From an optimization exercise on the open Yosys and OpenROAD flow, aimed at small area, a short achievable clock period and few clock cycles per item; shortcuts taken in it are not production practice. No activity file was given, so power comes from the tool's default toggle rates.

== beta ==
Design pool_engine, start of the top module:
module pool_engine (
	input  logic        clk,
	input  logic        rst,
	input  logic        i_start,
	input  logic [19:0] i_cfg,	 
	input  logic        i_in_valid,
	input  logic [15:0] i_in_data,
	output logic        o_in_credit,
	output logic        o_out_valid,
	output logic [15:0] o_out_data,
	input  logic        i_out_credit,
	output logic        o_busy,
	output logic        o_done
);
	logic        busy_q;	 
	logic        op_q;	 
	logic [2:0]  sh_q;	 
	logic [3:0]  mask_q;	 
	logic [15:0] rem_q;	 
	logic        rem1_q;	 
	logic [15:0] fifo_mem [4];
	logic [1:0]  wr_ptr;
	logic [3:0]  rd_sel;	 
	logic [3:0]  occ;	 
	logic [15:0] head;
	logic [3:0]  atom_q;	 
	logic        nfirst_q;	 
	logic        nlast_q;	 
	logic        nword0_q;	 
	logic [3:0]  chan_q;	 
	logic        ch15_q;	 
	logic [3:0]  since_q;	 
	logic        aligned_q;	 
	logic [3:0]  used_q;	 
	logic        pop, win_end;
	logic [3:0]  atom_nx;
	logic [15:0] rem_dec;
	logic [19:0] acc;	 
	logic [10:0] lo_sum;
	logic        w_v;
	logic [9:0]  w_lo;
	logic [5:0]  w_hi;	 
	logic        w_c10;	 
	logic        w_gt;	 
	logic        w_last, w_final;
	logic [19:0] ring [16];
	logic        s2_v, s2_final;
	assign pop     = occ[0] && (!nword0_q || aligned_q) && (nlast_q || !used_q[3]);
	assign win_end = !nlast_q && ch15_q;
	assign atom_nx = nlast_q ? atom_q + 4'd1 : 4'd0;
	assign head    = ({16{rd_sel[0]}} & fifo_mem[0]) | ({16{rd_sel[1]}} & fifo_mem[1]) |
	                 ({16{rd_sel[2]}} & fifo_mem[2]) | ({16{rd_sel[3]}} & fifo_mem[3]);
	assign acc     = nfirst_q ? ring[14] : 20'd0;
	assign lo_sum  = {1'b0, acc[9:0]} + {1'b0, head[9:0]};
	always_comb begin
		for (int i = 0; i < 16; i++) begin
			rem_dec[i] = rem_q[i] ^ ~|(rem_q & ((16'd1 << i) - 16'd1));
		end
	end
	always_ff @(posedge clk) begin
		for (int k = 0; k < 4; k++) begin
			if (!occ[3] && (wr_ptr == 2'(k))) begin
				fifo_mem[k] <= i_in_data;
			end
		end
	end
	always_ff @(posedge clk or posedge rst) begin
		if (rst) begin
			op_q        <= 1'b0;
			sh_q        <= 3'd0;
			mask_q      <= 4'd0;
			rem_q       <= 16'd0;
			rem1_q      <= 1'b0;
			wr_ptr      <= 2'd0;
			rd_sel      <= 4'd1;
			occ         <= 4'd0;
			w_v         <= 1'b0;
			atom_q      <= 4'd0;
			nfirst_q    <= 1'b0;
  ...
Size in the first run: about 1,100 cells after synthesis, roughly 61 I/O pins, ~15,000 sq um of cells after synthesis.
Settings: LEC_CHECK=0, ABC_CLOCK_PERIOD_IN_PS=2000, CAP_MARGIN=20, CORE_MARGIN=2, CORE_UTILIZATION=65, CTS_BUF_LIST=sky130_fd_sc_hd__clkbuf_8, CTS_CLUSTER_DIAMETER=40, CTS_CLUSTER_SIZE=16, SETUP_SLACK_MARGIN=3.7, SLEW_MARGIN=20; clock period 6.0 ns.
standard.sh (not shown) runs the stock make flow with config.mk's settings and CLKGATE_MAP_FILE= SYNTH_SCRIPT=/design/flow/synth_recipe.tcl, a recipe that flattens the netlist after the stock synthesis.
==> flow/flow/run.sh <==
#!/bin/bash
# The standard layout (standard.sh), with port buffers and clock tree options set here.
set -euo pipefail
export BUFFER_PORTS_ARGS="-buffer_cell sky130_fd_sc_hd__buf_2"
export CTS_ARGS="-sink_clustering_enable -repair_clock_nets -sink_clustering_size 24 -sink_clustering_max_diameter 60 -buf_list sky130_fd_sc_hd__clkbuf_16 -root_buf sky130_fd_sc_hd__clkbuf_16 -dont_use_dummy_load"
bash standard.sh > standard.log 2>&1
Changes in delta relative to beta:
==> flow/flow/run.sh <==
#!/bin/bash
# The standard layout (standard.sh), with port buffers and clock tree options set here.
set -euo pipefail
export BUFFER_PORTS_ARGS="-buffer_cell sky130_fd_sc_hd__buf_2"
export CTS_ARGS="-sink_clustering_enable -repair_clock_nets -sink_clustering_size 16 -sink_clustering_max_diameter 40 -buf_list sky130_fd_sc_hd__clkbuf_8 -root_buf sky130_fd_sc_hd__clkbuf_16 -dont_use_dummy_load"
bash standard.sh > standard.log 2>&1
### Flow results
Summary of delta over beta: via count +209; final clock period utilization by the worst path +0.51 points; final cell count +about 2.5%. On all-layer global routing usage, delta and beta are basically level. delta ends up with a critical path depth that is 1 higher than in beta. Lower fraction of met3 tracks used by global routing was reported by beta, not delta. Of delta and beta, the run reporting the higher number of nets in the layout was delta.
No run of this note included a check of the RTL's function; only the layout flow was run.

========
main:
The RTL this note starts from:
==> flow/design.v <==
`timescale 1ns/100ps
package pool_pkg;
	typedef logic [16-1:0] word_t;
	typedef logic [16*16-1:0] atom_t;
	typedef logic [16+4-1:0] sum_t;
	typedef enum logic {
		POOL_MAX = 1'b0,	 
		POOL_AVE = 1'b1	 
	} pool_op_e;
	typedef struct packed {
		pool_op_e    op;
		logic [2:0]  win_shift;	 
		logic [15:0] n_windows;	 
	} pool_cfg_t;
endpackage
`timescale 1ns/100ps
module pool_engine (
	input  logic        clk,
	input  logic        rst,
	input  logic        i_start,
	input  logic [19:0] i_cfg,	 
	input  logic        i_in_valid,
	input  logic [15:0] i_in_data,
	output logic        o_in_credit,
	output logic        o_out_valid,
	output logic [15:0] o_out_data,
	input  logic        i_out_credit,
	output logic        o_busy,
	output logic        o_done
);
	logic        op_q;	 
	logic [2:0]  sh_q;	 
	logic [3:0]  mask_q;	 
	logic [15:0] rem_q;	 
	logic        rem1_q;	 
	logic [15:0] fifo_mem [4];
	logic [2:0]  wr_ptr;
	logic [2:0]  rd_ptr;
	logic        full;
	logic [3:0]  atom_q;	 
	logic        first_q;	 
	logic        last_q;	 
	logic        word0_q;	 
	logic [3:0]  chan_q;	 
	logic        ch15_q;	 
	logic [3:0]  since_q;	 
	logic        aligned_q;	 
	logic [2:0]  oc_q;	 
	logic        pop, win_end;
	logic [3:0]  atom_nx;
	logic [15:0] w_data;	 
	logic        w_last, w_final;
	logic [19:0] ring [16];
	logic [19:0] nxt;
	logic [15:0] mx;
	logic        s2_v, s2_final;
	assign full    = (wr_ptr[2] != rd_ptr[2]) && (wr_ptr[1:0] == rd_ptr[1:0]);
	assign pop     = (wr_ptr != rd_ptr) && (word0_q || aligned_q) && (!last_q || (oc_q != 3'd0));
	assign win_end = last_q && ch15_q;
	assign atom_nx = last_q ? 4'd0 : atom_q + 4'd1;
	always_ff @(posedge clk) begin
		for (int k = 0; k < 4; k++) begin
			if (!full && (wr_ptr[1:0] == 2'(k))) begin
				fifo_mem[k] <= i_in_data;
			end
		end
	end
	always_ff @(posedge clk or posedge rst) begin
		if (rst) begin
			op_q        <= 1'b0;
			sh_q        <= 3'd0;
			mask_q      <= 4'd0;
			rem_q       <= 16'd0;
			rem1_q      <= 1'b0;
			wr_ptr      <= 3'd0;
			rd_ptr      <= 3'd0;
			atom_q      <= 4'd0;
			first_q     <= 1'b1;
			last_q      <= 1'b1;
			word0_q     <= 1'b1;
			chan_q      <= 4'd0;
			ch15_q      <= 1'b0;
			aligned_q   <= 1'b0;
			oc_q        <= 3'd4;
			o_in_credit <= 1'b0;
			w_last      <= 1'b0;
			w_final     <= 1'b0;
			s2_v        <= 1'b0;
			s2_final    <= 1'b0;
			o_out_valid <= 1'b0;
			o_done      <= 1'b0;
			o_busy      <= 1'b0;
		end else begin
			if (i_in_valid) begin
				wr_ptr <= wr_ptr + 3'd1;
			end
			if (i_start && !o_busy) begin
				op_q   <= i_cfg[19];
				sh_q   <= i_cfg[19] ? i_cfg[18:16] : 3'd0;
				mask_q <= 4'((5'd1 << i_cfg[18:16]) - 5'd1);
				last_q <= (i_cfg[18:16] == 3'd0);
				rem_q  <= i_cfg[15:0];
				rem1_q <= (i_cfg[15:0] == 16'd1);
			end else if (pop && win_end) begin
				rem_q  <= rem_q - 16'd1;
				rem1_q <= (rem_q == 16'd2);
			end
			if (pop) begin
				rd_ptr  <= rd_ptr + 3'd1;
				chan_q  <= chan_q + 4'd1;
				ch15_q  <= (chan_q == 4'd14);
				word0_q <= win_end;
				if (ch15_q) begin
					atom_q  <= atom_nx;
					first_q <= last_q;
					last_q  <= (atom_nx == mask_q);
				end
			end
			aligned_q   <= pop || (since_q == 4'd15);
			oc_q        <= oc_q + {2'd0, i_out_credit} - {2'd0, pop && last_q};
			o_in_credit <= pop;
			w_last      <= pop && last_q;
			w_final     <= pop && win_end && rem1_q;
			s2_v        <= w_last;
			s2_final    <= w_final;
			o_out_valid <= s2_v;
			o_done      <= s2_final;
			if (i_start && !o_busy) begin
				o_busy <= 1'b1;
			end else if (s2_final) begin
				o_busy <= 1'b0;
			end
		end
	end
	assign mx  = (w_data > ring[15][15:0]) ? w_data : ring[15][15:0];
	assign nxt = op_q ? (ring[15] + {4'd0, w_data}) : {4'd0, mx};
	always_ff @(posedge clk) begin
		since_q  <= pop ? 4'd0 : since_q + 4'd1;
		w_data   <= pop ? fifo_mem[rd_ptr[1:0]] : 16'd0;
		ring[0]  <= nxt;
		for (int i = 1; i < 15; i++) begin
			ring[i] <= ring[i-1];
		end
		ring[15] <= (pop && first_q) ? 20'd0 : ring[14];
		o_out_data <= 16'(ring[0] >> sh_q);
	end
endmodule
make LEC_CHECK=0 ABC_CLOCK_PERIOD_IN_PS=2000 CAP_MARGIN=20 CORE_MARGIN=2 CORE_UTILIZATION=65 CTS_BUF_LIST='sky130_fd_sc_hd__clkbuf_8 sky130_fd_sc_hd__clkbuf_16' CTS_CLUSTER_DIAMETER=40 CTS_CLUSTER_SIZE=20 SETUP_SLACK_MARGIN=4.0 SLEW_MARGIN=20 finish   # period 6.0 ns
run.sh (not shown) runs the stock make flow with config.mk's settings and CLKGATE_MAP_FILE= SYNTH_SCRIPT=/design/flow/synth_recipe.tcl, a recipe that flattens the netlist after the stock synthesis.
Stock flow here: none of the scripts above is used.
Input changes introduced in the feature branch (baseline for comparison: main):
- a deleted CTS_BUF_LIST that had been sky130_fd_sc_hd__clkbuf_8 sky130_fd_sc_hd__clkbuf_16
- a deleted CTS_CLUSTER_DIAMETER that had been 40
- a change of CORE_UTILIZATION from 65 to 40
- a deleted CTS_CLUSTER_SIZE that had been 20
### Flow results
- [compare] base=main new=the feature branch: slack of the critical path saw an increase, internal power summed over all cells saw an increase.
- Compared with main, the feature branch shows a lower initial detailed-routing violation count.
- Clock buffer instance count of the final layout grows by more than a quarter when moving from main to the feature branch.
- [compare] base=main new=the feature branch: total number of cells along the worst setup path now larger; number of global-route vias before repair fell 2.6%; non-clock buffer count now sits higher.
- The feature branch ended up with more standard cells than main.
- The power in the clock group number comes out lower for main vs the feature branch.
- Highest achievable clock rate: the feature branch vs main up 1.7%
No run of this note included a check of the RTL's function; only the layout flow was run.

-- re-timing with driven ports --
In the flow no input, the clock included, has a driving cell. The finished layouts below were timed again as built, in two steps. Step 1, drivers: a clkbuf_16 drives clk and a buf_2 each remaining input, both assumed. Step 2 times the ports against the registers' clock, not the clock port: input delays grow and output delays shrink by t, the midpoint of the rising clock arrivals with the driver on. Slacks: ideal / step 1 / step 2; pairs: ideal / step 1.
run | t, ns | setup slack, ns | worst setup path after step 2
beta | 0.583 | 3.624 / 3.624 / 3.598 | input to register
delta | 0.530 | 3.593 / 3.593 / 3.593 | register to register
main | 0.594 | 3.483 / 3.483 / 3.344 | input to register
the feature branch | 0.593 | 3.526 / 3.526 / 3.417 | input to register
After both steps setup and hold are still met in every run listed. For main, which loses most, drivers alone change the setup slack by 0.000 ns; drivers and shift together by -0.139 ns.
